Context: an optimization exercise on an open-source flow, tuned for small area, a short achievable clock period and few clock cycles per item. The choices shown serve that exercise and are no tape-out recipe. Only simulation tests tie the RTL to the original design; equivalence was not proved. No activity file was given, so power comes from the tool's default toggle rates.

===== flow/design.v =====
`timescale 1ns / 1ps
module source_line_tokenizer_core (
    input  logic        i_clk,
    input  logic        i_rst_n,
    input  logic        i_in_valid,
    output logic        o_in_ready,
    input  logic [8:0]  i_in_data,
    output logic        o_out_valid,
    input  logic        i_out_ready,
    output logic [44:0] o_out_data
);
    localparam logic [1:0] K_LEXEME = 2'd0;
    localparam logic [1:0] K_DONE   = 2'd1;
    localparam logic [1:0] K_ERROR  = 2'd2;
    localparam logic [3:0] TT_IDENT  = 4'd0;
    localparam logic [3:0] TT_INT    = 4'd1;
    localparam logic [3:0] TT_FLOAT  = 4'd2;
    localparam logic [3:0] TT_STRING = 4'd3;
    localparam logic [3:0] TT_OP     = 4'd4;
    localparam logic [3:0] TT_LBRACE = 4'd5;
    localparam logic [3:0] TT_RBRACE = 4'd6;
    localparam logic [3:0] TT_LPAREN = 4'd7;
    localparam logic [3:0] TT_RPAREN = 4'd8;
    localparam logic [3:0] TT_SEMI   = 4'd9;
    localparam logic [1:0] E_BAD_NUMBER = 2'd0;
    localparam logic [1:0] E_BAD_ESCAPE = 2'd1;
    localparam logic [1:0] E_UNCLOSED   = 2'd2;
    localparam logic [1:0] E_UNEXPECTED = 2'd3;
    localparam logic [3:0] M_IDLE    = 4'd0;
    localparam logic [3:0] M_IDENT   = 4'd1;
    localparam logic [3:0] M_NUMBER  = 4'd2;
    localparam logic [3:0] M_NEG     = 4'd3;
    localparam logic [3:0] M_DBL     = 4'd4;
    localparam logic [3:0] M_STRING  = 4'd5;
    localparam logic [3:0] M_ESCAPE  = 4'd6;
    localparam logic [3:0] M_COMMENT = 4'd7;
    localparam logic [3:0] M_ERROR   = 4'd8;
    localparam logic [3:0] M_CLOSEOP = 4'd9;    
    localparam logic [1:0] P_NONE = 2'd0;
    localparam logic [1:0] P_COL  = 2'd1;
    localparam logic [1:0] P_LINE = 2'd2;
    logic [8:0]  r_h, r_s;
    logic        r_hv, r_sv;
    logic [3:0]  r_mode, n_mode;
    logic [15:0] r_line;
    logic [11:0] r_col, r_tstart;
    logic [1:0]  r_pend;
    logic [1:0]  r_dots, n_dots;
    logic        r_lastdot, n_lastdot;
    logic        r_ov;
    logic [1:0]  r_kind;
    logic [3:0]  r_type;
    logic [7:0]  r_byte;
    logic [1:0]  r_err;
    logic        r_last;
    logic [11:0] r_ocol;
    logic [7:0]  c;
    logic        act;
    logic        is_space, is_letter, is_digit, close_consume;
    logic        go, take, consume, rv, csel, ts_load, nl;
    logic [1:0]  kind, err;
    logic [3:0]  ty;
    logic [7:0]  byt;
    logic [15:0] cur_line;
    logic [11:0] cur_col;
    assign c   = r_h[7:0];
    assign act = r_h[8];
    assign is_space  = (c == 8'd32) || (c == 8'd9) || (c == 8'd12) || (c == 8'd11) || (c == 8'd13);
    assign is_letter = (c >= 8'h61 && c <= 8'h7A) || (c >= 8'h41 && c <= 8'h5A) || (c == 8'h5F);
    assign is_digit  = (c >= 8'h30) && (c <= 8'h39);
    assign close_consume = is_space || (c == 8'h23) || (c == 8'h22);
    assign o_in_ready  = !r_sv;
    assign take        = i_in_valid && !r_sv;
    assign o_out_valid = r_ov;
    assign o_out_data  = {r_kind, r_type, r_byte, r_line, r_ocol, r_err, r_last};
    assign go = r_hv && ((r_mode == M_ERROR) || !r_ov || i_out_ready);
    logic [16:0] line_inc;
    logic [12:0] col_inc;
    assign line_inc = {1'b0, r_line} + 17'd1;
    assign col_inc  = {1'b0, r_col} + 13'd1;
    always_comb begin
        cur_line = r_line;
        cur_col  = r_col;
        if (r_pend == P_LINE) begin
            cur_line = line_inc[15:0] | {16{line_inc[16]}};
            cur_col  = 12'd1;
        end else if (r_pend == P_COL) begin
            cur_col  = col_inc[11:0] | {12{col_inc[12]}};
        end
    end
    always_comb begin
        n_mode    = r_mode;
        n_dots    = r_dots;
        n_lastdot = r_lastdot;
        rv        = 1'b0;
        kind      = K_LEXEME;
        ty        = TT_IDENT;
        byt       = 8'd0;
        err       = 2'd0;
        csel      = 1'b0;
        consume   = 1'b1;
        ts_load   = 1'b0;
        nl        = 1'b0;
        if (act) begin
            nl = 1'b1;
            n_mode = M_IDLE;
            csel = 1'b1;
            case (r_mode)
                M_IDENT: begin
                    rv = 1'b1; kind = K_DONE; ty = TT_IDENT;
                end
                M_NUMBER: begin
                    rv = 1'b1;
                    if (r_lastdot || r_dots == 2'd2) begin
                        kind = K_ERROR; err = E_BAD_NUMBER; n_mode = M_ERROR; nl = 1'b0;
                    end else begin
                        kind = K_DONE; ty = (r_dots == 2'd1) ? TT_FLOAT : TT_INT;
                    end
                end
                M_NEG, M_DBL, M_CLOSEOP: begin
                    rv = 1'b1; kind = K_DONE; ty = TT_OP;
                end
                M_STRING, M_ESCAPE: begin
                    rv = 1'b1; kind = K_ERROR; err = E_UNCLOSED; n_mode = M_ERROR; nl = 1'b0;
                end
                M_ERROR: begin
                    n_mode = M_ERROR; nl = 1'b0;
                end
                default: begin
                end
            endcase
        end else begin
            case (r_mode)
                M_IDENT, M_NUMBER, M_NEG, M_DBL: begin
                    if (r_mode == M_IDENT && (is_letter || is_digit)) begin
                        rv = 1'b1; ty = TT_IDENT; byt = c;
                    end else if ((r_mode == M_NUMBER || r_mode == M_NEG) && is_digit) begin
                        rv = 1'b1; ty = TT_INT; byt = c;
                        n_mode = M_NUMBER;
                        n_lastdot = 1'b0;
                        if (r_mode == M_NEG) n_dots = 2'd0;
                    end else if (r_mode == M_NUMBER && c == 8'h2E) begin
                        rv = 1'b1; ty = TT_INT; byt = c;
                        if (r_dots != 2'd2) n_dots = r_dots + 2'd1;
                        n_lastdot = 1'b1;
                    end else if (r_mode == M_DBL && c == 8'h3D) begin
                        rv = 1'b1; ty = TT_OP; byt = c;
                        n_mode = M_CLOSEOP; consume = 1'b0;
                    end else begin
                        rv = 1'b1; csel = 1'b1; kind = K_DONE;
                        n_mode = (c == 8'h23) ? M_COMMENT : (c == 8'h22) ? M_STRING : M_IDLE;
                        ts_load = (c == 8'h22);
                        consume = close_consume;
                        if (r_mode == M_IDENT) begin
                            ty = TT_IDENT;
                        end else if (r_mode == M_NUMBER) begin
                            if (r_lastdot || r_dots == 2'd2) begin
                                kind = K_ERROR; err = E_BAD_NUMBER; n_mode = M_ERROR;
                                consume = 1'b1;
                            end else begin
                                ty = (r_dots == 2'd1) ? TT_FLOAT : TT_INT;
                            end
                        end else begin
                            ty = TT_OP;
                        end
                    end
                end
                M_CLOSEOP: begin
                    rv = 1'b1; csel = 1'b1; kind = K_DONE; ty = TT_OP; n_mode = M_IDLE;
                end
                M_STRING: begin
                    if (c == 8'h22) begin
                        rv = 1'b1; csel = 1'b1; kind = K_DONE; ty = TT_STRING; n_mode = M_IDLE;
                    end else if (c == 8'h5C) begin
                        n_mode = M_ESCAPE;
                    end else begin
                        rv = 1'b1; ty = TT_STRING; byt = c;
                    end
                end
                M_ESCAPE: begin
                    rv = 1'b1; ty = TT_STRING; n_mode = M_STRING;
                    case (c)
                        8'h74:   byt = 8'd9;
                        8'h72:   byt = 8'd13;
                        8'h6E:   byt = 8'd10;
                        8'h22:   byt = 8'h22;
                        8'h30:   byt = 8'h00;
                        default: begin
                            kind = K_ERROR; ty = TT_IDENT; err = E_BAD_ESCAPE; n_mode = M_ERROR;
                        end
                    endcase
                end
                M_COMMENT, M_ERROR: begin
                end
                default: begin
                    ts_load = 1'b1;
                    byt = c;
                    if (is_space) begin
                    end else if (c == 8'h23) begin
                        n_mode = M_COMMENT;
                    end else if (c == 8'h7B) begin
                        rv = 1'b1; kind = K_DONE; ty = TT_LBRACE; byt = 8'd0;
                    end else if (c == 8'h7D) begin
                        rv = 1'b1; kind = K_DONE; ty = TT_RBRACE; byt = 8'd0;
                    end else if (c == 8'h28) begin
                        rv = 1'b1; kind = K_DONE; ty = TT_LPAREN; byt = 8'd0;
                    end else if (c == 8'h29) begin
                        rv = 1'b1; kind = K_DONE; ty = TT_RPAREN; byt = 8'd0;
                    end else if (c == 8'h3B) begin
                        rv = 1'b1; kind = K_DONE; ty = TT_SEMI; byt = 8'd0;
                    end else if (is_letter) begin
                        rv = 1'b1; ty = TT_IDENT; n_mode = M_IDENT;
                    end else if (is_digit) begin
                        rv = 1'b1; ty = TT_INT; n_mode = M_NUMBER;
                        n_dots = 2'd0; n_lastdot = 1'b0;
                    end else if (c == 8'h2D) begin
                        rv = 1'b1; ty = TT_OP; n_mode = M_NEG;
                    end else if (c == 8'h22) begin
                        n_mode = M_STRING;
                    end else if (c == 8'h3D || c == 8'h21) begin
                        rv = 1'b1; ty = TT_OP; n_mode = M_DBL;
                    end else if (c == 8'h2B || c == 8'h2A || c == 8'h2F) begin
                        rv = 1'b1; ty = TT_OP; n_mode = M_CLOSEOP; consume = 1'b0;
                    end else begin
                        rv = 1'b1; kind = K_ERROR; err = E_UNEXPECTED; byt = 8'd0;
                        n_mode = M_ERROR;
                    end
                end
            endcase
        end
    end
    always_ff @(posedge i_clk) begin
        if (!i_rst_n) begin
            r_hv      <= 1'b0;
            r_sv      <= 1'b0;
            r_mode    <= M_IDLE;
            r_line    <= 16'd1;
            r_col     <= 12'd1;
            r_pend    <= P_NONE;
            r_ov      <= 1'b0;
        end else begin
            if (go && consume) begin
                if (r_sv) begin
                    r_h  <= r_s;
                    r_hv <= 1'b1;
                    r_sv <= take;
                    if (take) r_s <= i_in_data;
                end else begin
                    r_hv <= take;
                    if (take) r_h <= i_in_data;
                end
            end else if (take) begin
                if (r_hv) begin
                    r_s  <= i_in_data;
                    r_sv <= 1'b1;
                end else begin
                    r_h  <= i_in_data;
                    r_hv <= 1'b1;
                end
            end
            if (go && r_mode != M_ERROR) begin
                r_mode    <= n_mode;
                r_line    <= cur_line;
                r_col     <= cur_col;
                r_pend    <= !consume ? P_NONE : (act ? (nl ? P_LINE : P_NONE) : P_COL);
            end
            if (go && r_mode != M_ERROR && rv) begin
                r_ov <= 1'b1;
            end else if (i_out_ready) begin
                r_ov <= 1'b0;
            end
        end
    end
    always_ff @(posedge i_clk) begin
        if (go && r_mode != M_ERROR) begin
            r_dots    <= n_dots;
            r_lastdot <= n_lastdot;
            if (ts_load) r_tstart <= cur_col;
        end
    end
    always_ff @(posedge i_clk) begin
        if (go && r_mode != M_ERROR && rv) begin
            r_kind <= kind;
            r_type <= ty;
            r_byte <= byt;
            r_err  <= err;
            r_last <= consume;
            r_ocol <= csel ? r_tstart : cur_col;
        end
    end
endmodule

===== flow/run.sh =====
#!/bin/bash
# synth_recipe.tcl (not shown) runs the flow's synth.tcl, then flattens the netlist and writes it again
# the make line also repeats each setting of config.mk as NAME=value (left out here)
make -C /OpenROAD-flow-scripts/flow DESIGN_CONFIG=/design/flow/config.mk WORK_HOME=/design/flow/orfs CLKGATE_MAP_FILE= SYNTH_SCRIPT=/design/flow/synth_recipe.tcl finish

===== flow/config.mk =====
export PLATFORM = sky130hd
export DESIGN_NAME = source_line_tokenizer_core
export DESIGN_NICKNAME = source_line_tokenizer_core
export VERILOG_FILES = /design/flow/design.v
export SDC_FILE = /design/flow/constraint.sdc
export NUM_CORES = 4
export LEC_CHECK = 0
export ABC_AREA = 1
export CAP_MARGIN = 20
export CORE_MARGIN = 2
export CORE_UTILIZATION = 50
export PLACE_DENSITY = 0.7
export SETUP_SLACK_MARGIN = 5
export SLEW_MARGIN = 20

===== flow/constraint.sdc =====
create_clock -name core_clock -period 7.5 [get_ports {i_clk}]
set_input_delay 1.5000 -clock core_clock [delete_from_list [all_inputs] [get_ports {i_clk}]]
set_output_delay 1.5000 -clock core_clock [all_outputs]
set_load 0.01 [all_outputs]

==> summary.md, run 1 <==
| Metric | Value |
|---|---|
| Worst Path Required | 7.58 ns |
| Yosys reg bits | 99 |
| Initial Util | 0.510 |
| Gpl congestion | 0.994 |
| Mean area per synthesized cell | 7.60 um^2 |
| PortBufs | 59 |
| Die Ht | 112 um |
| Area leader, netlist | edfxtp_1 |
| ANT nets after route | 0 |
| CTS sink count | 99 |
| Rel. slew slack | 0.496 |
| Area taken by flip-flops and latches | 2640 um^2 |
| Number of fill cells | 1018 |
| Antenna diodes | 0 |
| All-Layer GR Usage | 0.261 |
| CP Capture Type | flip-flop |
| CTS tree | done |
| Vias | 5651 |
| # rows | 39 |
| Clock slew at reported path FFs | 0.08 ns |
| Peak supply drop | 0.187 mV |
| Setup WS post-layout | 4.97 ns |
| Setup Viol. Count Final | 0 |
| First drt pass iteration count | 6 |
| Count leader, synth | nand2_1 |
| Register area share after synthesis | 0.449 |
| CP startpoint kind | input port |
| Number of I/O pins | 60 |
| Crit-path max FO | 7 |
| Clk root buf | clkbuf_16 |
| Max-cap violations | 0 |
| Clock latency (worst-skew pair) | 0.36 ns |
| Worst Tran Pin Value | 0.750 ns |
| Full die area | 12500 um^2 |
| Synthesized instance count | 763 |
| Dpl hpwl | 11.1 mm |
| Area grow syn2layout | 29.4% |
| Dpl cells | 949 |
| Power Density | 250 nW/um^2 |
| Nets@finish | 877 |
| Global-route wire length before repair | 25.9 mm |
| Leakage | 3.20 nW |
| Outcome | timing/DRC/antenna clean |
| Die Width | 112 um |
| Layout Cells excl Fill | 1008 |
| Area of the multi-input gates | 3030 um^2 |
| Async set-or-reset flop fraction in the synthesized netlist | 0 |
| Share of cells above drive strength 1 | 0.247 |
| Worst hold-check path type | flip-flop to flip-flop |
| Vias in the first global route | 5148 |
| Crit Path Class | input port to flip-flop |
| DRC Markers | 0 |
| Post-synth EDFFs | 62 |
| Arrival time worst endpoint | 2.61 ns |
| Clock tree buffer depth | 2 |
| Iter 0 DRT Violations | 506 |
| Fin crit share | 0.337 |
| Wirelength per Cell | 16.4 um |
| Final Hold Vio Count | 0 |
| Core ar. | 11400 um^2 |
| Initial antenna violation count | 0 |
| RSZ-0062 raised after global routing | yes |
| Fmax | 395 MHz |
| TNS Setup | 0 ns |
| Hold Buf Count CTS | 0 |
| WL final | 16.5 mm |
| Synthesized area | 5800 um^2 |
| Post-route minimum period | 2.53 ns |
| Worst clock skew | 0.0102 ns |
| CTS buffer count | 9 |
| Ranking of synthesized cells by area | edfxtp_1 (32%), dfxtp_1 (13%), nand2_1 (12%) |
| Grt ovf | 0 |
| Htree depth | 3 |
| Post-DR vias/cell | 5.61 |
| Syn nets | 780 |
| Slew Limit Fails | 0 |
| Main synth FF type | edfxtp_1 |
| Netlist cell types | 46 |
| Most frequent cells after synthesis | nand2_1 (188), inv_1 (87), nor2_1 (87) |
| Yosys warning count | 1 |
| Pin count of the biggest net entering global routing | 28 |
| Synth top area share | 0.321 |
| Setup WS pre-CTS | 3.80 ns |
==> cells by family (layout without fill, tap and decap cells) <==
logic type / count (synthesis) / after routing / share of synthesized area
AO/OA/AOI/OAI: 126 / 126 / 0.122
AND/OR/NAND/NOR: 400 / 401 / 0.312
adder cells (fa/ha/maj): 4 / 4 / 0.00864
buffers and inverters: 118 / 219 / 0.0842
flip-flops: 99 / 99 / 0.449
XOR/XNOR: 16 / 16 / 0.0242
==> layout make-up <==
class / instances / share of cell area
sequential: 99 / 0.352
tap: 143 / 0.0239
clock buffer: 9 / 0.0300
timing repair buffer: 101 / 0.122
timing repair inverter: 2 / 0.00200
inverter: 100 / 0.0562
multi-input combinational: 547 / 0.404
clock inverter: 7 / 0.0103
==> per-layer routing <==
layer | global-route usage | wire length, um | vias up
met2 | 0.393 | 7480 | 264
met5 | 0 | 0 | -
met3 | 0.0566 | 1340 | 30
li1 | - | - | 2729
met4 | 0.0922 | 316 | 0
met1 | 0.373 | 7390 | 2628
==> critical path, cell delays in order <==
cell and delay [ns]:
buf_8 0.09, inv_12 0.03, nand2_4 0.05, o21a_4 0.17
nand2_8 0.09, buf_6 0.13, a21oi_4 0.13, nand2_4 0.10
clkinvlp_4 0.14, clkbuf_16 0.17
==> worst paths after layout <==
path | startpoint | to | cells after the start | slack, ns
worst max-delay path | i_out_ready | r_ocol[8] | 10 | 4.97
worst min-delay path | r_line[13] | r_line[13] | 2 | 0.50
worst max register to register | r_h[6] | r_ocol[8] | 11 | 4.98
worst min register to register | r_line[13] | r_line[13] | 2 | 0.50
==> where the power goes <==
group	internal [mW]	leakage, nW	switching, mW
Clock	0.236	0.144	0.232
Sequential	0.681	0.888	0.0455
Combinational	0.243	2.17	0.436
Total	1.16	3.20	0.713
==> sequential cells by signal, summed over array words and instances (netlist names), 8 cells and up <==
name,count
r_tstart,12
r_col,12
r_s,9
r_byte,8
r_h,9
r_line,16
r_ocol,12
==> metrics by stage <==
stage	instance area, um^2	hold WS, ns	util	power (mW)
after floorplan	5860	0.457	-	1.13
after global placement	6530	0.488	0.574	1.29
after detailed placement	6530	0.494	0.574	1.30
after CTS	7220	0.499	0.635	1.81
after global routing	7500	0.513	0.660	1.97
final	7500	0.496	0.660	1.87
==> what timing repair did <==
action,in CTS,in global routing
pin swaps,8,15
buffers inserted,20,18
gates cloned,3,2
setup endpoints to repair,169,129
resized for setup,154,85
==> layout by cell type (no fill, tap or decap), types with 4 or more instances in the layout <==
cell / instances
dfxtp_1: 18
dfxtp_4: 4
clkdlybuf4s15_1: 22
nand2_2: 15
inv_2: 12
buf_12: 4
dfxtp_2: 15
a21oi_1: 52
clkdlybuf4s15_2: 4
nor3_1: 21
inv_1: 80
nand2_4: 9
clkbuf_16: 10
nor4_1: 4
nor2_4: 13
clkinvlp_4: 4
nand3_2: 7
xor2_1: 9
o211ai_1: 5
ha_1: 4
buf_4: 33
o21ai_2: 13
nor2_2: 12
nand2_1: 171
nand3b_1: 4
clkbuf_2: 19
clkdlybuf4s50_1: 10
xnor2_1: 6
o21ai_0: 42
edfxtp_1: 62
nor3_2: 4
nand4_1: 11
nor2_1: 72
nand3_1: 43
Testbench counts, summed over its fixed seeds: cycles 36,513, items 32,063.
==> run 2: changes to the inputs <==
--- a/flow/config.mk
+++ b/flow/config.mk
@@ -9,6 +9,6 @@
 export CAP_MARGIN = 20
 export CORE_MARGIN = 2
-export CORE_UTILIZATION = 50
-export PLACE_DENSITY = 0.7
+export CORE_UTILIZATION = 65
+export PLACE_DENSITY = 0.75
 export SETUP_SLACK_MARGIN = 5
 export SLEW_MARGIN = 20
==> run 2 against run 1 <==
Against the previous run: still clean; utilization grew 16 points; clock-buffer cell count did not move; worst setup slack gained 0.035 ns; largest cell class unchanged; largest power group unchanged.
==> summary.md, run 2 <==
| Metric | Value |
|---|---|
| Crit-path max FO | 27 |
| Seq pwr share | 0.416 |
| Main synth FF type | edfxtp_1 |
| Die Width | 98.4 um |
| Hold Path Depth | 2 |
| DRC Markers | 0 |
| ANT nets after route | 0 |
| Max-cap violations | 0 |
| Area taken by flip-flops and latches | 2650 um^2 |
| Worst clock skew | 0.0180 ns |
| Synthesized area | 5800 um^2 |
| Internal | 1.03 mW |
| Path depth of the worst reg2reg path | 13 |
| Syn nets | 780 |
| TNS Setup | 0 ns |
| CP Capture Type | flip-flop |
| WL final | 17.1 mm |
| Core ar. | 8680 um^2 |
| Htree depth | 3 |
| Yosys reg bits | 99 |
| Setup WS pre-CTS | 3.60 ns |
| Initial Util | 0.668 |
| R2r setup slk | 5.06 ns |
| Area grow syn2layout | 22.7% |
| Sw Pwr | 715 uW |
| Register area share after synthesis | 0.449 |
| Most frequent cells after synthesis | nand2_1 (188), inv_1 (87), nor2_1 (87) |
| Die Ht | 98.4 um |
| Clock tree buffer depth | 2 |
| Ranking of synthesized cells by area | edfxtp_1 (32%), dfxtp_1 (13%), nand2_1 (12%) |
| Synth top area share | 0.321 |
| First drt pass iteration count | 11 |
| # rows | 34 |
| Share of cells above drive strength 1 | 0.255 |
| Post-route core utilization | 0.820 |
| CTS buffer count | 9 |
| Vias in the first global route | 5398 |
| Area leader, netlist | edfxtp_1 |
| Post-route minimum period | 2.50 ns |
| Combinational power share | 0.378 |
| Worst Path Required | 7.78 ns |
| Wirelength per Cell | 17.7 um |
| Outcome | timing/DRC/antenna clean |
| Number of fill cells | 531 |
| Async set-or-reset flop fraction in the synthesized netlist | 0 |
| CTS sink count | 99 |
| Iter 0 DRT Violations | 685 |
| Vias | 5922 |
| Nets@finish | 872 |
| Biggest register | r_line |
| Global-route wire length before repair | 26.1 mm |
| Final Hold Vio Count | 0 |
| Gpl congestion | 1.01 |
| PortBufs | 59 |
| Commonest non-fill, non-tap cells in the layout | nand2_1 (176), inv_1 (81), nor2_1 (74) |
| Fin crit share | 0.333 |
| WHS | 0.495 ns |
| Crit Path Class | input port to flip-flop |
| Antenna diodes | 0 |
| Arrival time worst endpoint | 2.77 ns |
| Full die area | 9690 um^2 |
| All-Layer GR Usage | 0.334 |
| Fmax | 401 MHz |
| Max reg flops | 16 |
| Slew Limit Fails | 0 |
| Count leader, synth | nand2_1 |
| Initial antenna violation count | 0 |
| Clock slew at reported path FFs | 0.11 ns |
| Setup WS post-layout | 5.00 ns |
| Leakage | 3.07 nW |
| Pin count of the biggest net entering global routing | 28 |
| Clk pwr share | 0.206 |
| Yosys warning count | 1 |
| Worst Tran Pin Value | 0.703 ns |
| Mean area per synthesized cell | 7.60 um^2 |
| Hold Buf Count CTS | 0 |
| Grt ovf | 0 |
| Synthesized instance count | 763 |
| Post-DR vias/cell | 6.12 |
| Netlist cell types | 46 |
| RSZ-0062 raised after global routing | yes |
| Dpl hpwl | 11.3 mm |
| CTS tree | done |
| Rel. slew slack | 0.527 |
| Worst hold-check path type | flip-flop to flip-flop |
| Power Density | 245 nW/um^2 |
| Number of I/O pins | 60 |
| Switch share | 0.410 |
| Commonest non-fill, non-tap cell in the layout | nand2_1 |
| Setup Viol. Count Final | 0 |
| Clock latency (worst-skew pair) | 0.38 ns |
| CP startpoint kind | input port |
| Peak supply drop | 0.169 mV |
| Post-synth EDFFs | 62 |
| Clk root buf | clkbuf_8 |
| Area of the multi-input gates | 2950 um^2 |
## run 2: cell counts after synthesis
Identical to the previous run, type by type.
## run 2: per-layer routing
layer | GRT usage | vias to the layer above | share of wire
met5 | 0 | - | 0
met4 | 0.0991 | 0 | 0.036
met3 | 0.0631 | 80 | 0.11
met2 | 0.542 | 478 | 0.47
met1 | 0.462 | 2647 | 0.38
li1 | - | 2717 | -
## run 2: final cells by class
| type | instances | area share |
|---|---|---|
| Clock inverter | 7 | 0.0121 |
| Inverter | 100 | 0.0582 |
| Sequential cell | 99 | 0.372 |
| Timing Repair Buffer | 97 | 0.105 |
| Timing Repair inverter | 1 | 0.00106 |
| Tap cell | 108 | 0.0190 |
| Multi-Input combinational cell | 547 | 0.415 |
| Clock buffer | 9 | 0.0174 |
## run 2: power groups by stage
stage	logic, mW	clock network (mW)	registers [mW]
floorplan	0.390	0	0.744
global placement	0.542	0	0.734
detailed placement	0.561	0	0.738
CTS	0.612	0.355	0.723
global route	0.705	0.373	0.732
finish	0.659	0.359	0.725
## run 2: kinds of logic after synthesis
kind of cell / count (synthesis) / share of synthesized area
adder cells (fa/ha/maj): 4 / 0.00864
flip-flops: 99 / 0.449
XOR/XNOR: 16 / 0.0242
AND/OR/NAND/NOR: 400 / 0.312
AO/OA/AOI/OAI: 126 / 0.122
buffers and inverters: 118 / 0.0842
## run 2: stage by stage
stage	total power, mW	instance area [um^2]	cells
CTS	1.69	7030	950
detailed placement	1.30	6480	913
floorplan	1.13	5860	763
global route	1.81	7110	968
global placement	1.28	6480	913
finish	1.74	7110	968
## run 2: what timing repair did
action                                  4_1_cts  5_1_grt
pin swaps                                     9       14
buffers inserted                             19       18
gates resized for setup                     181       72
endpoints found under the setup margin      168      124
gates cloned                                  2        0
## run 2: worst paths after layout
kind               startpoint         to
setup / recovery  i_out_ready  r_mode[2]
hold / removal      r_pend[0]  r_pend[0]
setup reg to reg    r_mode[3]     r_h[8]
hold reg to reg     r_pend[0]  r_pend[0]
## run 2: critical path, cell delays in order
cell      delay [ns]
buf_8           0.09
inv_12          0.03
nand2_4         0.06
o21a_4          0.17
nand2_8         0.10
inv_6           0.17
o211ai_1        0.17
nor2_4          0.21
nand2_1         0.11
nand2_1         0.10
nor2_1          0.06
==> run 3: changes to the inputs <==
==> flow/flow/run.sh (new file) <==
#!/bin/bash
# Standard layout with plain buffers on the ports. Each step's full log
# stays in orfs/logs/; make's output goes to standard.log.
set -euo pipefail
bash standard.sh "BUFFER_PORTS_ARGS=-buffer_cell sky130_fd_sc_hd__buf_2" finish > standard.log 2>&1
==> flow/standard.sh (new file) <==
#!/bin/bash
# synth_recipe.tcl (not shown) runs the flow's synth.tcl, then flattens the netlist and writes it again
# the make line also repeats each setting of config.mk as NAME=value (left out here)
make -C /OpenROAD-flow-scripts/flow DESIGN_CONFIG=/design/flow/config.mk WORK_HOME=/design/flow/orfs CLKGATE_MAP_FILE= SYNTH_SCRIPT=/design/flow/synth_recipe.tcl "${@:-finish}"
removed: flow/run.sh
==> run 3 against run 2 <==
Against the previous run: sequential share of layout area up 0.60 points; via count decreased by 2.7%; utilization fell by 2.3 points; synthesized cell count did not move; final cell count shrank 0.41%; synthesized area unchanged; first-iteration DRC count decreased by 9.8%; critical path type unchanged; global-route usage shrank 2.8 points; final area shrank 2.8%; routed wire length is 9.5% lower; still clean on timing, DRC and antenna.
==> summary.md, run 3 <==
| Metric | Value |
|---|---|
| Peak supply drop | 0.131 mV |
| Clk pwr share | 0.203 |
| Setup Viol. Count Final | 0 |
| Crit-path max FO | 6 |
| Pin count of the biggest net entering global routing | 28 |
| Setup WS pre-CTS | 4.22 ns |
| Crit Path Class | input port to flip-flop |
| Area grow syn2layout | 19.2% |
| Post-synth EDFFs | 62 |
| Fin crit share | 0.337 |
| Mean area per synthesized cell | 7.60 um^2 |
| Max reg flops | 16 |
| Global-route wire length before repair | 24.0 mm |
| CTS sink count | 99 |
| Synth Area in Adders | 0.00864 |
| Combinational family with the most area after synthesis | simple AND/OR/NAND/NOR gates |
| Htree depth | 3 |
| Hold Buf Count CTS | 0 |
| Initial antenna violation count | 0 |
| Rel. slew slack | 0.583 |
| Post-route core utilization | 0.796 |
| Most frequent cells after synthesis | nand2_1 (188), inv_1 (87), nor2_1 (87) |
| Wirelength per Cell | 16.1 um |
| Final Power | 1.71 mW |
| Commonest non-fill, non-tap cells in the layout | nand2_1 (175), inv_1 (82), nor2_1 (76) |
| Seq pwr share | 0.424 |
| Yosys reg bits | 99 |
| Number of I/O pins | 60 |
| Commonest non-fill, non-tap cell in the layout | nand2_1 |
| Synth top area share | 0.321 |
| Post-synthesis compound-gate area fraction | 0.122 |
| Dpl hpwl | 10.6 mm |
| Die Ht | 98.4 um |
| Leakage | 3.04 nW |
| Internal | 1.02 mW |
| # rows | 34 |
| CP startpoint kind | input port |
| Gpl congestion | 0.956 |
| All-Layer GR Usage | 0.306 |
| DRC Markers | 0 |
| Setup WS post-layout | 4.98 ns |
| ANT nets after route | 0 |
| Iter 0 DRT Violations | 618 |
| Post-synthesis mux area share | 0 |
| Worst Tran Pin Value | 0.619 ns |
| Post-route minimum period | 2.52 ns |
| Sw Pwr | 690 uW |
| Clk root buf | clkbuf_8 |
| CTS tree | done |
| Initial Util | 0.668 |
| Post-DR vias/cell | 5.98 |
| Vias in the first global route | 5057 |
| TNS Setup | 0 ns |
| Worst clock skew | 0.0154 ns |
| Clock slew at reported path FFs | 0.11 ns |
| Path depth of the worst reg2reg path | 10 |
| Outcome | timing/DRC/antenna clean |
| PortBufs | 59 |
| Yosys warning count | 1 |
| Slew Limit Fails | 0 |
| CTS buffer count | 9 |
| Power Density | 247 nW/um^2 |
| Antenna diodes | 0 |
| Clock tree buffer depth | 2 |
| Area leader, netlist | edfxtp_1 |
| Netlist cell types | 46 |
| Number of fill cells | 617 |
| Grt ovf | 0 |
| Async set-or-reset flop fraction in the synthesized netlist | 0 |
| Simple-gate share of the synthesized area | 0.312 |
| Count leader, synth | nand2_1 |
| Synth Area in XOR/XNOR | 0.0242 |
| First drt pass iteration count | 7 |
| Switch share | 0.403 |
| Synthesized area | 5800 um^2 |
| Worst Path Required | 7.61 ns |
| Vias | 5761 |
| Synthesized instance count | 763 |
| Worst hold-check path type | flip-flop to flip-flop |
| RSZ-0062 raised after global routing | yes |
| Combinational power share | 0.372 |
| Core ar. | 8680 um^2 |
| WL final | 15.5 mm |
| Share of cells above drive strength 1 | 0.249 |
| Arrival time worst endpoint | 2.64 ns |
| Nets@finish | 868 |
| Clock latency (worst-skew pair) | 0.38 ns |
| Ranking of synthesized cells by area | edfxtp_1 (32%), dfxtp_1 (13%), nand2_1 (12%) |
| CP Capture Type | flip-flop |
| Full die area | 9690 um^2 |
| Fmax | 396 MHz |
| Hold Path Depth | 2 |
| Final Hold Vio Count | 0 |
| Syn nets | 780 |
| Main synth FF type | edfxtp_1 |
| Register area share after synthesis | 0.449 |
| Biggest register | r_line |
| Die Width | 98.4 um |
| Max-cap violations | 0 |
run 3: cell families after synthesis:
group,count (synthesis)
flip-flops,99
buffers and inverters,118
XOR/XNOR,16
adder cells (fa/ha/maj),4
AND/OR/NAND/NOR,400
AO/OA/AOI/OAI,126
run 3: per-layer routing:
layer | part of all wire | track usage | vias up | routed length (um)
met5 | 0 | 0 | - | 0
met4 | 0.035 | 0.103 | 0 | 547
met3 | 0.10 | 0.0603 | 69 | 1600
met2 | 0.45 | 0.477 | 396 | 6960
met1 | 0.41 | 0.433 | 2593 | 6370
li1 | - | - | 2703 | -
run 3: power groups by stage:
stage	sequential (mW)	clock [mW]	combinational, mW
after floorplan	0.744	0	0.390
after global routing	0.733	0.369	0.687
final	0.726	0.347	0.637
after global placement	0.732	0	0.503
after detailed placement	0.735	0	0.520
after CTS	0.722	0.345	0.573
run 3: final cells by class:
class	instances	area [um^2]	area share
multi-input combinational	547	2950	0.426
sequential	99	2610	0.378
timing repair buffer	92	581	0.0840
inverter	100	417	0.0603
tap	108	135	0.0196
clock buffer	9	124	0.0179
clock inverter	7	80.1	0.0116
timing repair inverter	2	15.0	0.00217
run 3: what timing repair did:
item,in CTS,in global routing
setup buffers,15,17
setup endpoints to repair,95,97
resized for setup,30,44
cloned,2,1
pin swaps,4,11
run 3: through the flow:
step                hold WS [ns]  area, um^2  cells
floorplan                  0.457        5860    763
global placement           0.478        6180    913
detailed placement         0.476        6180    913
CTS                        0.492        6630    946
global route               0.530        6910    964
finish                     0.496        6910    964
run 3: path summary, 6_finish.rpt:
path	endpoint	slack [ns]	start
worst max register to register	r_byte[7]	5.02	r_h[2]
worst min-delay path	r_pend[0]	0.50	r_pend[0]
worst min register to register	r_pend[0]	0.50	r_pend[0]
worst max-delay path	r_lastdot	4.98	i_out_ready
run 3: worst max-delay path, cell delays in order:
cell and delay, ns:
buf_8 0.09, inv_12 0.03, nand2_4 0.06, o21a_4 0.19
nand2_8 0.10, nor2_4 0.14, nand4_1 0.16, buf_4 0.18
buf_4 0.12, inv_1 0.06
==> run 4: changes to the inputs <==
==> flow/flow/run.sh (replaced) <==
#!/bin/bash
# Standard layout with plain buffers on the ports. Each step's full log
# stays in orfs/logs/; make's output goes to standard.log.
set -euo pipefail
bash standard.sh SETUP_SLACK_MARGIN=5.4 "BUFFER_PORTS_ARGS=-buffer_cell sky130_fd_sc_hd__buf_2" finish > standard.log 2>&1
==> run 4 against run 3 <==
Against the previous run: the run now fails in global routing (5_1_grt); synthesized area did not move; synthesized cell count is the same.
==> summary.md, run 4 <==
| Metric | Value |
|---|---|
| Async set-or-reset flop fraction in the synthesized netlist | 0 |
| Worst setup endpoint GRT | r_mode[2]$_SDFFE_PN0P_/D |
| Yosys warning count | 1 |
| Synthesized area | 5800 um^2 |
| CTS sink count | 99 |
| Pin count of the biggest net entering global routing | 22 |
| Main synth FF type | edfxtp_1 |
| Outcome | did not finish |
| Htree depth | 3 |
| Area leader, netlist | edfxtp_1 |
| Most frequent cells after synthesis | nand2_1 (188), inv_1 (87), nor2_1 (87) |
| Register area share after synthesis | 0.449 |
| Worst EP Category | register data pin |
| Mean area per synthesized cell | 7.60 um^2 |
| Netlist cell types | 46 |
| Synthesized instance count | 763 |
| Ranking of synthesized cells by area | edfxtp_1 (32%), dfxtp_1 (13%), nand2_1 (12%) |
| Halt Stage | global routing (5_1_grt) |
| Die Width | 98.4 um |
| PortBufs | 59 |
| Dpl hpwl | 10.7 mm |
| Clk root buf | clkbuf_8 |
| Clock tree buffer depth | 2 |
| Synth top area share | 0.321 |
| Gpl congestion | 0.984 |
| Hold Buf Count CTS | 0 |
| CTS buffer count | 9 |
| Yosys reg bits | 99 |
| Stop err | [ERROR DPL-0038] Utilization greater than 100%, impossible to legalize |
| Number of I/O pins | 60 |
| Count leader, synth | nand2_1 |
| Post-synth EDFFs | 62 |
| Setup WS pre-CTS | 4.30 ns |
| Die Ht | 98.4 um |
| Syn nets | 780 |
| Dpl cells | 913 |
| Initial Util | 0.668 |
| Placed standard-cell area | 6190 um^2 |
| # rows | 34 |
[run 4: worst min-delay path by stage]
stage | end | slack (ns) | cells past startpoint
3_3_place_gp | r_pend[0] | 0.48 | 2
3_5_place_dp | r_pend[0] | 0.48 | 2
2_1_floorplan | r_pend[0] | 0.46 | 2
4_1_cts | r_pend[0] | 0.49 | 2
[run 4: cells by family after synthesis]
family,after synthesis,synth area share
AO/OA/AOI/OAI,126,0.122
adder cells (fa/ha/maj),4,0.00864
AND/OR/NAND/NOR,400,0.312
XOR/XNOR,16,0.0242
flip-flops,99,0.449
buffers and inverters,118,0.0842
[run 4: power groups by stage]
stage	logic [mW]	registers (mW)	clock network [mW]
after CTS	0.745	0.730	0.352
after detailed placement	0.522	0.736	0
after global placement	0.505	0.732	0
after floorplan	0.397	0.744	0
[run 4: through the flow]
stage,hold slack [ns],util,power (mW)
CTS,0.494,0.908,1.83
detailed placement,0.478,0.713,1.26
global placement,0.477,0.713,1.24
floorplan,0.457,-,1.14
[run 4: what timing repair did]
action	4_1_cts
setup buffers	74
endpoints found under the hold margin	0
gates cloned	11
gates resized for setup	232
endpoints found under the setup margin	180
pin swaps	58
==> run 5: changes to the inputs <==
==> flow/flow/run.sh (replaced) <==
#!/bin/bash
# Standard layout with plain buffers on the ports and sizing free to change
# cell footprints. Each step's full log stays in orfs/logs/; make's output
# goes to standard.log.
set -euo pipefail
bash standard.sh "BUFFER_PORTS_ARGS=-buffer_cell sky130_fd_sc_hd__buf_2" MATCH_CELL_FOOTPRINT=0 finish > standard.log 2>&1
==> run 5 against run 4 <==
Against the previous run: the run now finishes clean; synthesized area unchanged; synthesized cell count unchanged.
==> summary.md, run 5 <==
| Metric | Value |
|---|---|
| Global-route wire length before repair | 24.9 mm |
| Worst clock skew | 0.00927 ns |
| Initial Util | 0.668 |
| Max reg flops | 16 |
| Switch share | 0.396 |
| ANT nets after route | 0 |
| Core ar. | 8680 um^2 |
| Setup Viol. Count Final | 0 |
| Fin crit share | 0.346 |
| Pin count of the biggest net entering global routing | 28 |
| Seq pwr share | 0.411 |
| Gpl congestion | 0.999 |
| Area grow syn2layout | 21.9% |
| DRC Markers | 0 |
| Die Width | 98.4 um |
| Worst hold-check path type | flip-flop to flip-flop |
| Count leader, synth | nand2_1 |
| Post-route minimum period | 2.60 ns |
| CP Capture Type | flip-flop |
| Outcome | timing/DRC/antenna clean |
| Reg2reg start | r_mode[1] |
| Commonest non-fill, non-tap cells in the layout | nand2_1 (174), inv_1 (80), nor2_1 (75) |
| Arrival time worst endpoint | 2.68 ns |
| # rows | 34 |
| Final Hold Vio Count | 0 |
| Layout Cells excl Fill | 976 |
| Peak supply drop | 0.192 mV |
| Commonest non-fill, non-tap cell in the layout | nand2_1 |
| Async set-or-reset flop fraction in the synthesized netlist | 0 |
| Worst Tran Pin Value | 0.813 ns |
| Synthesized instance count | 763 |
| CTS sink count | 99 |
| Reg2reg end | r_h[2] |
| Path depth of the worst reg2reg path | 11 |
| Clock tree buffer depth | 2 |
| Clk root buf | clkbuf_8 |
| Mean area per synthesized cell | 7.60 um^2 |
| Synthesized area | 5800 um^2 |
| First drt pass iteration count | 9 |
| Crit Path Class | flip-flop to flip-flop |
| Area leader, netlist | edfxtp_1 |
| PortBufs | 59 |
| All-Layer GR Usage | 0.319 |
| Slew Limit Fails | 0 |
| Worst Path Required | 7.58 ns |
| Antenna diodes | 0 |
| Leakage | 3.13 nW |
| Vias in the first global route | 5210 |
| Clock slew at reported path FFs | 0.10 ns |
| Yosys warning count | 1 |
| Number of fill cells | 558 |
| Crit-path max FO | 6 |
| RSZ-0062 raised after global routing | yes |
| CP startpoint kind | flip-flop |
| Yosys reg bits | 99 |
| Main synth FF type | edfxtp_1 |
| Clk pwr share | 0.211 |
| Initial antenna violation count | 0 |
| Most frequent cells after synthesis | nand2_1 (188), inv_1 (87), nor2_1 (87) |
| WL final | 16.7 mm |
| Iter 0 DRT Violations | 770 |
| Dpl hpwl | 10.9 mm |
| Vias | 5823 |
| Dpl cells | 913 |
| TNS Setup | 0 ns |
| Worst Setup SP | r_mode[1] |
| Register area share after synthesis | 0.449 |
| Max-cap violations | 0 |
| Combinational power share | 0.377 |
| Syn nets | 780 |
| Clock latency (worst-skew pair) | 0.38 ns |
| Number of I/O pins | 60 |
| Netlist cell types | 46 |
| Nets@finish | 880 |
| Grt ovf | 0 |
| Biggest register | r_line |
| Wirelength per Cell | 17.1 um |
| Full die area | 9690 um^2 |
| Rel. slew slack | 0.454 |
| Ranking of synthesized cells by area | edfxtp_1 (32%), dfxtp_1 (13%), nand2_1 (12%) |
| R2r setup slk | 4.90 ns |
| Fmax | 385 MHz |
| Die Ht | 98.4 um |
| Internal | 1.07 mW |
| Post-synth EDFFs | 62 |
| CTS tree | done |
| CTS buffer count | 9 |
| Power Density | 250 nW/um^2 |
| CP Capture Point | r_h[2] |
| Post-DR vias/cell | 5.97 |
| Share of cells above drive strength 1 | 0.270 |
| Sw Pwr | 700 uW |
| Htree depth | 3 |
| Hold Buf Count CTS | 0 |
| Synth top area share | 0.321 |
## run 5: cell counts after synthesis
Identical to the previous run, type by type.
## run 5: layout make-up
type | instances | area (um^2) | share of cell area
tap | 108 | 135 | 0.0191
timing repair inverter | 3 | 21.3 | 0.00301
multi-input combinational | 547 | 2990 | 0.423
clock inverter | 7 | 96.3 | 0.0136
inverter | 100 | 418 | 0.0591
clock buffer | 9 | 124 | 0.0175
sequential | 99 | 2610 | 0.370
timing repair buffer | 103 | 673 | 0.0953
## run 5: worst min path at each step
stage              start  depth (start not counted)        end  slack [ns]
3_3_place_gp   r_pend[0]                          2  r_pend[0]        0.48
3_5_place_dp   r_pend[0]                          2  r_pend[0]        0.48
5_1_grt        r_line[7]                          2  r_line[7]        0.53
2_1_floorplan  r_pend[0]                          2  r_pend[0]        0.46
6_report       r_pend[0]                          2  r_pend[0]        0.51
4_1_cts        r_pend[0]                          2  r_pend[0]        0.49
## run 5: power groups by stage
stage	combinational (mW)	sequential, mW	clock (mW)
CTS	0.594	0.722	0.372
global route	0.720	0.732	0.396
global placement	0.504	0.732	0
finish	0.668	0.727	0.374
detailed placement	0.525	0.736	0
floorplan	0.391	0.744	0
## run 5: layer usage
metal  vias up  share of wire  track usage  wire length [um]
li1       2733              -            -                 -
met1      2622           0.38        0.439              6390
met2       412           0.46        0.497              7720
met3        56           0.12       0.0837              2040
met4         0          0.032        0.110               526
met5         -              0            0                 0
## run 5: logic make-up (layout without fill, tap and decap cells)
logic type,Yosys count,in the layout,share of synthesized area
buffers and inverters,118,222,0.0842
XOR/XNOR,16,16,0.0242
adder cells (fa/ha/maj),4,4,0.00864
flip-flops,99,99,0.449
AND/OR/NAND/NOR,400,401,0.312
AO/OA/AOI/OAI,126,126,0.122
## run 5: per-stage QoR
stage | cell area [um^2] | utilization | hold slack, ns | setup WS, ns | total power [mW]
2_1_floorplan | 5860 | - | 0.457 | 4.75 | 1.13
3_3_place_gp | 6190 | 0.713 | 0.481 | 4.35 | 1.24
3_5_place_dp | 6190 | 0.713 | 0.477 | 4.28 | 1.26
4_1_cts | 6720 | 0.774 | 0.493 | 4.97 | 1.69
5_1_grt | 7070 | 0.814 | 0.533 | 4.82 | 1.85
6_report | 7070 | 0.814 | 0.508 | 4.90 | 1.77
## run 5: what timing repair did
action                     in CTS  in global routing
setup endpoints to repair      94                108
resized for setup              26                 58
pin swaps                       7                 18
buffers inserted               22                 21
cloned                          2                  2
## run 5: worst max-delay path, cell delays in order (launching register included)
cell and delay, ns:
dfxtp_2 0.37, inv_1 0.14, nand2_1 0.13, nor2_1 0.51, nand2_1 0.24, nand3_1 0.17
nand2_1 0.08, nand2_2 0.12, nand2_1 0.12, nand2_2 0.11, nand2_2 0.10, nor2_4 0.21
==> run 6: changes to the inputs <==
--- a/flow/design.v
+++ b/flow/design.v
@@ -58,5 +58,5 @@
     logic        act;
     logic        is_space, is_letter, is_digit, close_consume;
-    logic        go, take, consume, rv, csel, ts_load, nl;
+    logic        go, triv, take, consume, rv, csel, ts_load, nl;
     logic [1:0]  kind, err;
     logic [3:0]  ty;
@@ -74,5 +74,9 @@
     assign o_out_valid = r_ov;
     assign o_out_data  = {r_kind, r_type, r_byte, r_line, r_ocol, r_err, r_last};
-    assign go = r_hv && ((r_mode == M_ERROR) || !r_ov || i_out_ready);
+    assign triv = !act && r_pend != P_LINE &&
+                  ((r_mode == M_COMMENT) ||
+                   (r_mode == M_IDLE && (is_space || c == 8'h23 || c == 8'h22)) ||
+                   (r_mode == M_STRING && c == 8'h5C));
+    assign go = r_hv && ((r_mode == M_ERROR) || !r_ov || i_out_ready || triv);
     logic [16:0] line_inc;
     logic [12:0] col_inc;
==> flow/flow/run.sh (replaced) <==
#!/bin/bash
# Standard layout with plain buffers on the ports. Each step's full log
# stays in orfs/logs/; make's output goes to standard.log.
set -euo pipefail
bash standard.sh "BUFFER_PORTS_ARGS=-buffer_cell sky130_fd_sc_hd__buf_2" finish > standard.log 2>&1
--- a/flow/config.mk
+++ b/flow/config.mk
@@ -9,6 +9,6 @@
 export CAP_MARGIN = 20
 export CORE_MARGIN = 2
-export CORE_UTILIZATION = 65
-export PLACE_DENSITY = 0.75
+export CORE_UTILIZATION = 55
+export PLACE_DENSITY = 0.7
 export SETUP_SLACK_MARGIN = 5
 export SLEW_MARGIN = 20
==> run 6 against run 5 <==
Against the previous run: first-iteration DRC count shrank 28%; routed wire length shrank 6.6%; final area grew 2.3%; worst setup slack gained 0.13 ns; still clean on timing, DRC and antenna; highest routed layer unchanged; largest cell class unchanged; largest power group unchanged; clock skew grew 0.0010 ns.
==> summary.md, run 6 <==
| Metric | Value |
|---|---|
| Outcome | timing/DRC/antenna clean |
| Main synth FF type | edfxtp_1 |
| Register area share after synthesis | 0.442 |
| Worst hold-check path type | flip-flop to flip-flop |
| Nets@finish | 929 |
| Count leader, synth | nand2_1 |
| Post-synth EDFFs | 62 |
| Area taken by flip-flops and latches | 2620 um^2 |
| Full die area | 11600 um^2 |
| Fmax | 405 MHz |
| CP startpoint kind | flip-flop |
| CTS sink count | 99 |
| Clock tree buffer depth | 2 |
| Wirelength per Cell | 14.8 um |
| CTS buffer count | 9 |
| Die Width | 107 um |
| Arrival time worst endpoint | 0.97 ns |
| Ranking of synthesized cells by area | edfxtp_1 (32%), nand2_1 (16%), dfxtp_1 (13%) |
| Number of fill cells | 890 |
| DRC Markers | 0 |
| # rows | 37 |
| Post-DR vias/cell | 5.52 |
| Clock slew at reported path FFs | 0.11 ns |
| Cells along the critical path | buf_2 |
| Crit-path max FO | 5 |
| Number of I/O pins | 60 |
| Most frequent cells after synthesis | nand2_1 (255), inv_1 (82), nor2_1 (75) |
| Grt ovf | 0 |
| Initial antenna violation count | 0 |
| Hold Path Depth | 2 |
| Worst Path Buf+Inv | 1 |
| Vias | 5816 |
| Share of cells above drive strength 1 | 0.257 |
| Htree depth | 3 |
| Area leader, netlist | edfxtp_1 |
| Worst Setup SP | r_line[14] |
| Vias in the first global route | 5096 |
| Setup Viol. Count Final | 0 |
| Fin crit share | 0.329 |
| Worst path top cell family by delay | flip-flops |
| Yosys warning count | 1 |
| CTS tree | done |
| Yosys reg bits | 99 |
| Worst Tran Pin Value | 0.651 ns |
| Global-route wire length before repair | 24.6 mm |
| Hold Buf Count CTS | 0 |
| Max reg flops | 16 |
| TNS Setup | 0 ns |
| Pin count of the biggest net entering global routing | 21 |
| First drt pass iteration count | 6 |
| CP Capture Type | output port |
| Worst clock skew | 0.0103 ns |
| Clock latency (worst-skew pair) | 0.38 ns |
| Crit Path Class | flip-flop to output port |
| Rel. slew slack | 0.566 |
| Clk root buf | clkbuf_8 |
| Commonest non-fill, non-tap cells in the layout | nand2_1 (245), inv_1 (78), nand3_1 (66) |
| Dpl hpwl | 10.9 mm |
| Syn nets | 821 |
| Peak supply drop | 0.125 mV |
| Leakage | 3.22 nW |
| Reg2reg start | r_h[6] |
| Slowest stage delay, CP | 0.42 ns |
| ANT nets after route | 0 |
| Area of the multi-input gates | 3060 um^2 |
| Worst Path Required | 6.00 ns |
| Synth top area share | 0.316 |
| WL final | 15.6 mm |
| Mean area per synthesized cell | 7.33 um^2 |
| Commonest non-fill, non-tap cell in the layout | nand2_1 |
| Path depth of the worst reg2reg path | 12 |
| Netlist cell types | 43 |
| Final Hold Vio Count | 0 |
| Area grow syn2layout | 22.7% |
| Worst path slowest cell | dfxtp_1 |
| Synthesized area | 5890 um^2 |
| Crit. path cell count | 1 |
| Post-route minimum period | 2.47 ns |
| Synthesized instance count | 804 |
| Core ar. | 10400 um^2 |
| Final Power | 1.71 mW |
| Post-route core utilization | 0.697 |
| Antenna diodes | 0 |
| Max-cap violations | 0 |
| Hold_sp | r_col[4] |
| Biggest register | r_line |
| PortBufs | 59 |
| Iter 0 DRT Violations | 554 |
| Initial Util | 0.568 |
| Async set-or-reset flop fraction in the synthesized netlist | 0 |
| Gpl congestion | 0.915 |
| RSZ-0062 raised after global routing | yes |
| Power Density | 237 nW/um^2 |
| Die Ht | 107 um |
| Slew Limit Fails | 0 |
| All-Layer GR Usage | 0.269 |
[run 6: cell count changes in the layout (fill, tap and decap cells not counted), moves of 5 or more]
cell     change
nand2_1     +71
nand3_1     +23
o21ai_0     -11
o21ai_2     -11
nor2_1      -10
xor2_1       -8
buf_4        +7
a31oi_1      +6
inv_8        +5
nor3_1       -5
or2_2        +5
xnor2_1      -5
[run 6: area by class of cell]
class / instances / share of cell area
multi-input cells: 592 / 0.424
flip-flops and latches: 99 / 0.362
repair buffers: 113 / 0.105
inverters: 94 / 0.0542
well taps: 136 / 0.0235
clock buffers: 9 / 0.0171
clock inverters: 7 / 0.0111
repair inverters: 3 / 0.00277
[run 6: what timing repair did]
item	4_1_cts	5_1_grt
setup endpoints to repair	76	111
setup buffers	12	41
cloned	4	1
pin swaps	2	17
resized for setup	16	57
[run 6: kinds of logic after synthesis]
| logic type | count (synthesis) | synth area share |
|---|---|---|
| simple gates | 478 | 0.366 |
| buf+inv | 115 | 0.0845 |
| compound gates | 105 | 0.0945 |
| flops | 99 | 0.442 |
| fa+ha+maj | 4 | 0.00850 |
| xor+xnor | 3 | 0.00446 |
[run 6: path summary, 6_finish.rpt]
path / endpoint / slack [ns]
setup reg to reg: r_ocol[1] / 5.07
setup / recovery: o_out_data[29] / 5.03
hold / removal: r_col[4] / 0.50
hold reg to reg: r_col[4] / 0.50
[run 6: power by group]
part	switching, mW	internal, mW
clock	0.216	0.133
sequential	0.0380	0.676
combinational	0.423	0.227
total	0.677	1.04
[run 6: metal layers]
layer	routed length, um	share of wire	GRT usage
met1	6980	0.45	0.387
met2	7130	0.46	0.415
met3	1280	0.082	0.0563
met4	189	0.012	0.0696
met5	0	0	0
[run 6: stage by stage]
step | cell area, um^2 | setup WS (ns) | cells | hold slack (ns)
final | 7230 | 5.03 | 1053 | 0.499
after global routing | 7230 | 4.91 | 1053 | 0.526
after CTS | 6700 | 4.98 | 1011 | 0.498
after detailed placement | 6280 | 4.14 | 979 | 0.472
after global placement | 6280 | 4.21 | 979 | 0.462
after floorplan | 5950 | 4.83 | 804 | 0.444
Testbench counts of run 6, summed over its fixed seeds: cycles 36,164, items 32,063.
==> run 7: changes to the inputs <==
--- a/flow/config.mk
+++ b/flow/config.mk
@@ -9,6 +9,7 @@
 export CAP_MARGIN = 20
 export CORE_MARGIN = 2
-export CORE_UTILIZATION = 55
-export PLACE_DENSITY = 0.7
+export CORE_UTILIZATION = 60
+export PLACE_DENSITY = 0.72
 export SETUP_SLACK_MARGIN = 5
 export SLEW_MARGIN = 20
+export TNS_END_PERCENT = 20
==> run 7 against run 6 <==
Against the previous run: hold slack barely moved; worst setup slack got worse by 0.044 ns; register-to-register slack better by 0.03 ns; final cell count shrank 2.2%; highest routed layer unchanged; largest power group unchanged; clock power grew 2%.
==> summary.md, run 7 <==
| Metric | Value |
|---|---|
| Slew Limit Fails | 0 |
| # rows | 36 |
| Vias in the first global route | 4904 |
| Iter 0 DRT Violations | 556 |
| DRC Markers | 0 |
| Yosys warning count | 1 |
| Grt ovf | 0 |
| Vias | 5751 |
| Ranking of synthesized cells by area | edfxtp_1 (32%), nand2_1 (16%), dfxtp_1 (13%) |
| Pin count of the biggest net entering global routing | 22 |
| CP Capture Type | output port |
| Synth top area share | 0.316 |
| Crit-path max FO | 6 |
| CTS sink count | 99 |
| Die Ht | 103 um |
| Dpl hpwl | 10.5 mm |
| Cells along the critical path | buf_2 |
| Commonest non-fill, non-tap cells in the layout | nand2_1 (251), inv_1 (77), nand3_1 (70) |
| Final instance area | 6900 um^2 |
| Outcome | timing/DRC/antenna clean |
| All-Layer GR Usage | 0.281 |
| Worst Setup SP | r_line[2] |
| Arrival time worst endpoint | 1.01 ns |
| Post-route minimum period | 2.51 ns |
| Wirelength per Cell | 14.5 um |
| Clock tree buffer depth | 2 |
| Main synth FF type | edfxtp_1 |
| Htree depth | 3 |
| CTS tree | done |
| Most frequent cells after synthesis | nand2_1 (255), inv_1 (82), nor2_1 (75) |
| First drt pass iteration count | 7 |
| PortBufs | 59 |
| Peak supply drop | 0.144 mV |
| Initial antenna violation count | 0 |
| Fin crit share | 0.335 |
| Area grow syn2layout | 17.1% |
| Placed standard-cell area | 6260 um^2 |
| Setup Viol. Count Final | 0 |
| Worst path slowest cell | dfxtp_1 |
| Max reg flops | 16 |
| Number of I/O pins | 60 |
| WL final | 15.0 mm |
| Clk root buf | clkbuf_8 |
| Netlist cell types | 43 |
| Core ar. | 9640 um^2 |
| Final Hold Vio Count | 0 |
| Worst Path Buf+Inv | 1 |
| Worst Path Required | 6.00 ns |
| Gpl congestion | 0.939 |
| CP startpoint kind | flip-flop |
| TNS Setup | 0 ns |
| Fmax | 398 MHz |
| Synthesized instance count | 804 |
| RSZ-0062 raised after global routing | yes |
| Hold_sp | r_col[4] |
| Leakage | 3.10 nW |
| Async set-or-reset flop fraction in the synthesized netlist | 0 |
| Reg2reg start | r_h[2] |
| Register area share after synthesis | 0.442 |
| CTS buffer count | 9 |
| Post-DR vias/cell | 5.58 |
| Nets@finish | 909 |
| Biggest register | r_line |
| Slowest stage delay, CP | 0.45 ns |
| Yosys reg bits | 99 |
| Syn nets | 821 |
| Synthesized area | 5890 um^2 |
| Worst path top cell family by delay | flip-flops |
| Mean area per synthesized cell | 7.33 um^2 |
| ANT nets after route | 0 |
| Antenna diodes | 0 |
| Global-route wire length before repair | 23.1 mm |
| Share of cells above drive strength 1 | 0.217 |
| Max-cap violations | 0 |
| Power Density | 242 nW/um^2 |
| Commonest non-fill, non-tap cell in the layout | nand2_1 |
| Worst Tran Pin Value | 0.657 ns |
| Crit Path Class | flip-flop to output port |
| Initial Util | 0.611 |
| Clock latency (worst-skew pair) | 0.39 ns |
| Clock slew at reported path FFs | 0.11 ns |
| Post-synth EDFFs | 62 |
| Rel. slew slack | 0.562 |
| Area leader, netlist | edfxtp_1 |
| Die Width | 103 um |
| Worst hold-check path type | flip-flop to flip-flop |
| Count leader, synth | nand2_1 |
| Worst clock skew | 0.0102 ns |
| Hold Buf Count CTS | 0 |
| Full die area | 10600 um^2 |
## run 7: routing by layer
metal	GRT usage	vias up	share of wire
met4	0.0982	0	0.016
met3	0.0475	28	0.081
met1	0.395	2632	0.44
met2	0.440	269	0.46
met5	0	-	0
li1	-	2822	-
## run 7: stage by stage
step,worst slack [ns],hold WS [ns],instances,util,power [mW]
after global placement,4.23,0.460,975,0.649,1.22
after global routing,4.92,0.525,1030,0.715,1.76
after detailed placement,4.19,0.470,975,0.649,1.23
after floorplan,4.83,0.444,804,-,1.11
final,4.99,0.499,1030,0.715,1.67
after CTS,4.92,0.495,1006,0.687,1.62
## run 7: final cells by class
type                       instances  area (um^2)
clock inverter                     7         86.3
timing repair inverter             2         12.5
tap                              133          166
clock buffer                       9          124
multi-input combinational        592         2940
timing repair buffer              94          587
sequential                        99         2610
fill                             835         2740
inverter                          94          374
## run 7: what timing repair did
item | in CTS | in global routing
endpoints found under the setup margin | 88 | 110
gates cloned | 2 | 2
setup buffers | 13 | 22
pin swaps | 2 | 9
resized for setup | 6 | 29
## run 7: report_power, final
group          switching (mW)  total (mW)  internal (mW)  leakage (nW)
combinational           0.395       0.597          0.202          2.11
clock                   0.220       0.357          0.136         0.105
sequential             0.0401       0.716          0.676         0.879
total                   0.655        1.67           1.01          3.10
## run 7: tightest hold or removal path, cell delays in order (launching register included)
cell and delay [ns]:
dfxtp_1 0.34, inv_1 0.07, a21oi_1 0.06
## run 7: worst paths after layout
path	end	slack (ns)	depth (start not counted)
max	o_out_data[17]	4.99	1
min reg2reg	r_col[4]	0.50	2
max reg2reg	r_dots[0]	5.10	11
min	r_col[4]	0.50	2
## run 7: kinds of logic after synthesis
kind of cell	Yosys count	synth area share
AO/OA/AOI/OAI	105	0.0945
AND/OR/NAND/NOR	478	0.366
buffers and inverters	115	0.0845
adder cells (fa/ha/maj)	4	0.00850
flip-flops	99	0.442
XOR/XNOR	3	0.00446
==> run 8: changes to the inputs <==
--- a/flow/config.mk
+++ b/flow/config.mk
@@ -13,3 +13,3 @@
 export SETUP_SLACK_MARGIN = 5
 export SLEW_MARGIN = 20
-export TNS_END_PERCENT = 20
+export TNS_END_PERCENT = 5
==> run 8 against run 7 <==
Against the previous run: clock skew fell by 0.00071 ns; utilization fell by 0.48 points; critical path depth did not move; largest power group unchanged; highest routed layer unchanged.
==> summary.md, run 8 <==
| Metric | Value |
|---|---|
| Power Density | 242 nW/um^2 |
| Vias | 5735 |
| Gpl congestion | 0.939 |
| Worst path top cell family by delay | flip-flops |
| Commonest non-fill, non-tap cells in the layout | nand2_1 (251), inv_1 (77), nand3_1 (70) |
| Htree depth | 3 |
| Initial Util | 0.611 |
| Main synth FF type | edfxtp_1 |
| Rel. slew slack | 0.554 |
| Iter 0 DRT Violations | 407 |
| Post-DR vias/cell | 5.60 |
| Fmax | 398 MHz |
| Fin crit share | 0.335 |
| Die Ht | 103 um |
| Max-cap violations | 0 |
| Peak supply drop | 0.144 mV |
| Hold Buf Count CTS | 0 |
| Netlist cell types | 43 |
| Arrival time worst endpoint | 1.01 ns |
| Antenna diodes | 0 |
| RSZ-0062 raised after global routing | yes |
| Most frequent cells after synthesis | nand2_1 (255), inv_1 (82), nor2_1 (75) |
| Wirelength per Cell | 14.6 um |
| Commonest non-fill, non-tap cell in the layout | nand2_1 |
| Register area share after synthesis | 0.442 |
| Mean area per synthesized cell | 7.33 um^2 |
| Pin count of the biggest net entering global routing | 22 |
| Internal | 1.01 mW |
| Post-synth EDFFs | 62 |
| Dpl hpwl | 10.5 mm |
| PortBufs | 59 |
| Switch share | 0.393 |
| Yosys reg bits | 99 |
| Share of cells above drive strength 1 | 0.213 |
| Ranking of synthesized cells by area | edfxtp_1 (32%), nand2_1 (16%), dfxtp_1 (13%) |
| Clock tree buffer depth | 2 |
| First drt pass iteration count | 5 |
| Clk pwr share | 0.214 |
| Synthesized area | 5890 um^2 |
| Biggest register | r_line |
| Core ar. | 9640 um^2 |
| Worst clock skew | 0.00950 ns |
| Global-route wire length before repair | 23.1 mm |
| Crit-path max FO | 6 |
| WL final | 14.9 mm |
| Post-route minimum period | 2.51 ns |
| Sw Pwr | 652 uW |
| Worst Path Required | 6.00 ns |
| CTS buffer count | 9 |
| Nets@finish | 904 |
| Number of I/O pins | 60 |
| Clk root buf | clkbuf_8 |
| Leakage | 3.06 nW |
| Max reg flops | 16 |
| CP startpoint kind | flip-flop |
| Worst Path Buf+Inv | 1 |
| CP Capture Type | output port |
| Crit Path Class | flip-flop to output port |
| CTS sink count | 99 |
| Clock latency (worst-skew pair) | 0.39 ns |
| TNS Setup | 0 ns |
| Clock slew at reported path FFs | 0.11 ns |
| Area grow syn2layout | 16.3% |
| Top Layer Used | met4 |
| Full die area | 10600 um^2 |
| Vias in the first global route | 4904 |
| DRC Markers | 0 |
| Combinational power share | 0.355 |
| Synth top area share | 0.316 |
| Setup Viol. Count Final | 0 |
| Worst path slowest cell | dfxtp_1 |
| Worst hold-check path type | flip-flop to flip-flop |
| Routed metal-1 wire length | 6.56 mm |
| Die Width | 103 um |
| Slew Limit Fails | 0 |
| Slowest stage delay, CP | 0.46 ns |
| Yosys warning count | 1 |
| Final Hold Vio Count | 0 |
| CTS tree | done |
| Initial antenna violation count | 0 |
| Synthesized instance count | 804 |
| Metal2 WL | 6.90 mm |
| Area leader, netlist | edfxtp_1 |
| # rows | 36 |
| ANT nets after route | 0 |
| Outcome | timing/DRC/antenna clean |
| Grt ovf | 0 |
| Met3 WL | 1.22 mm |
| Cells along the critical path | buf_2 |
| Seq pwr share | 0.431 |
| Worst Tran Pin Value | 0.664 ns |
| Final Power | 1.66 mW |
| Count leader, synth | nand2_1 |
| Async set-or-reset flop fraction in the synthesized netlist | 0 |
| All-Layer GR Usage | 0.281 |
| Syn nets | 821 |
## run 8: layer usage
layer | GRT usage | vias to the layer above
li1 | - | 2810
met1 | 0.395 | 2629
met3 | 0.0475 | 32
met4 | 0.0982 | 0
met5 | 0 | -
met2 | 0.440 | 264
## run 8: worst paths after layout
check / from / end / slack (ns) / depth (start not counted)
worst min register to register: r_col[1] / r_col[1] / 0.50 / 2
worst max-delay path: r_line[2] / o_out_data[17] / 4.99 / 1
worst min-delay path: r_col[1] / r_col[1] / 0.50 / 2
worst max register to register: r_h[2] / r_err[1] / 5.07 / 14
## run 8: final cells by class
cell class                 count  area (um^2)
clock buffer                   9          124
clock inverter                 7         86.3
fill                         843         2790
inverter                      94          374
multi-input combinational    592         2940
sequential                    99         2610
tap                          133          166
timing repair buffer          89          546
timing repair inverter         2         12.5
## run 8: kinds of logic after synthesis
group           synth area share
simple gates               0.366
flops                      0.442
xor+xnor                 0.00446
buf+inv                   0.0845
compound gates            0.0945
fa+ha+maj                0.00850
## run 8: per-stage QoR
stage	std cells	setup slack, ns	hold slack (ns)	instance area, um^2	utilization
2_1_floorplan	804	4.83	0.444	5940	-
3_3_place_gp	975	4.23	0.460	6260	0.649
3_5_place_dp	975	4.19	0.470	6260	0.649
4_1_cts	1006	4.92	0.495	6630	0.687
5_1_grt	1025	4.92	0.525	6850	0.711
6_report	1025	4.99	0.502	6850	0.711
## run 8: power by group through the flow
stage	clock network [mW]	registers, mW	logic [mW]
6_report	0.355	0.716	0.588
2_1_floorplan	0	0.734	0.374
3_3_place_gp	0	0.726	0.492
3_5_place_dp	0	0.728	0.503
5_1_grt	0.378	0.725	0.648
4_1_cts	0.361	0.716	0.539
## run 8: repair_timing
action / CTS / global route
setup buffers: 13 / 17
setup endpoints to repair: 88 / 110
gates resized for setup: 6 / 27
pin swaps: 2 / 7
hold endpoints to repair: 0 / 0
gates cloned: 2 / 2

what the ideal ports hide:
The flow's constraints put no driver on any port. The routed layouts listed below were extracted and timed again, unchanged, in two steps.
Step 1 sets driving cells, clkbuf_16 on the clock port and buf_2 on the other inputs (assumed; they add their load-dependent delay and slew).
Step 2, shift: input delay + t, output delay - t, t = (earliest + latest rising clock arrival at the registers) / 2. This alone moves slack from input paths to output paths.
Slacks: no drivers / after step 1 / after step 2; pairs: no drivers / after step 1.
run	t, ns	setup slack, ns	worst register clock-pin slew, ns	worst slew at a driven data input, ns
run 1	0.393	4.969 / 4.958 / 4.566	0.08 / 0.08	0.05
run 2	0.409	5.004 / 4.983 / 4.580	0.12 / 0.12	0.05
run 3	0.409	4.976 / 4.961 / 4.552	0.12 / 0.12	0.05
run 5	0.406	4.903 / 4.903 / 4.554	0.11 / 0.11	0.04
run 6	0.415	5.033 / 4.996 / 4.686	0.11 / 0.11	0.03
run 7	0.422	4.989 / 4.954 / 4.653	0.11 / 0.11	0.03
run 8	0.412	4.987 / 4.955 / 4.663	0.11 / 0.11	0.03
After both steps every run listed still meets setup and hold.
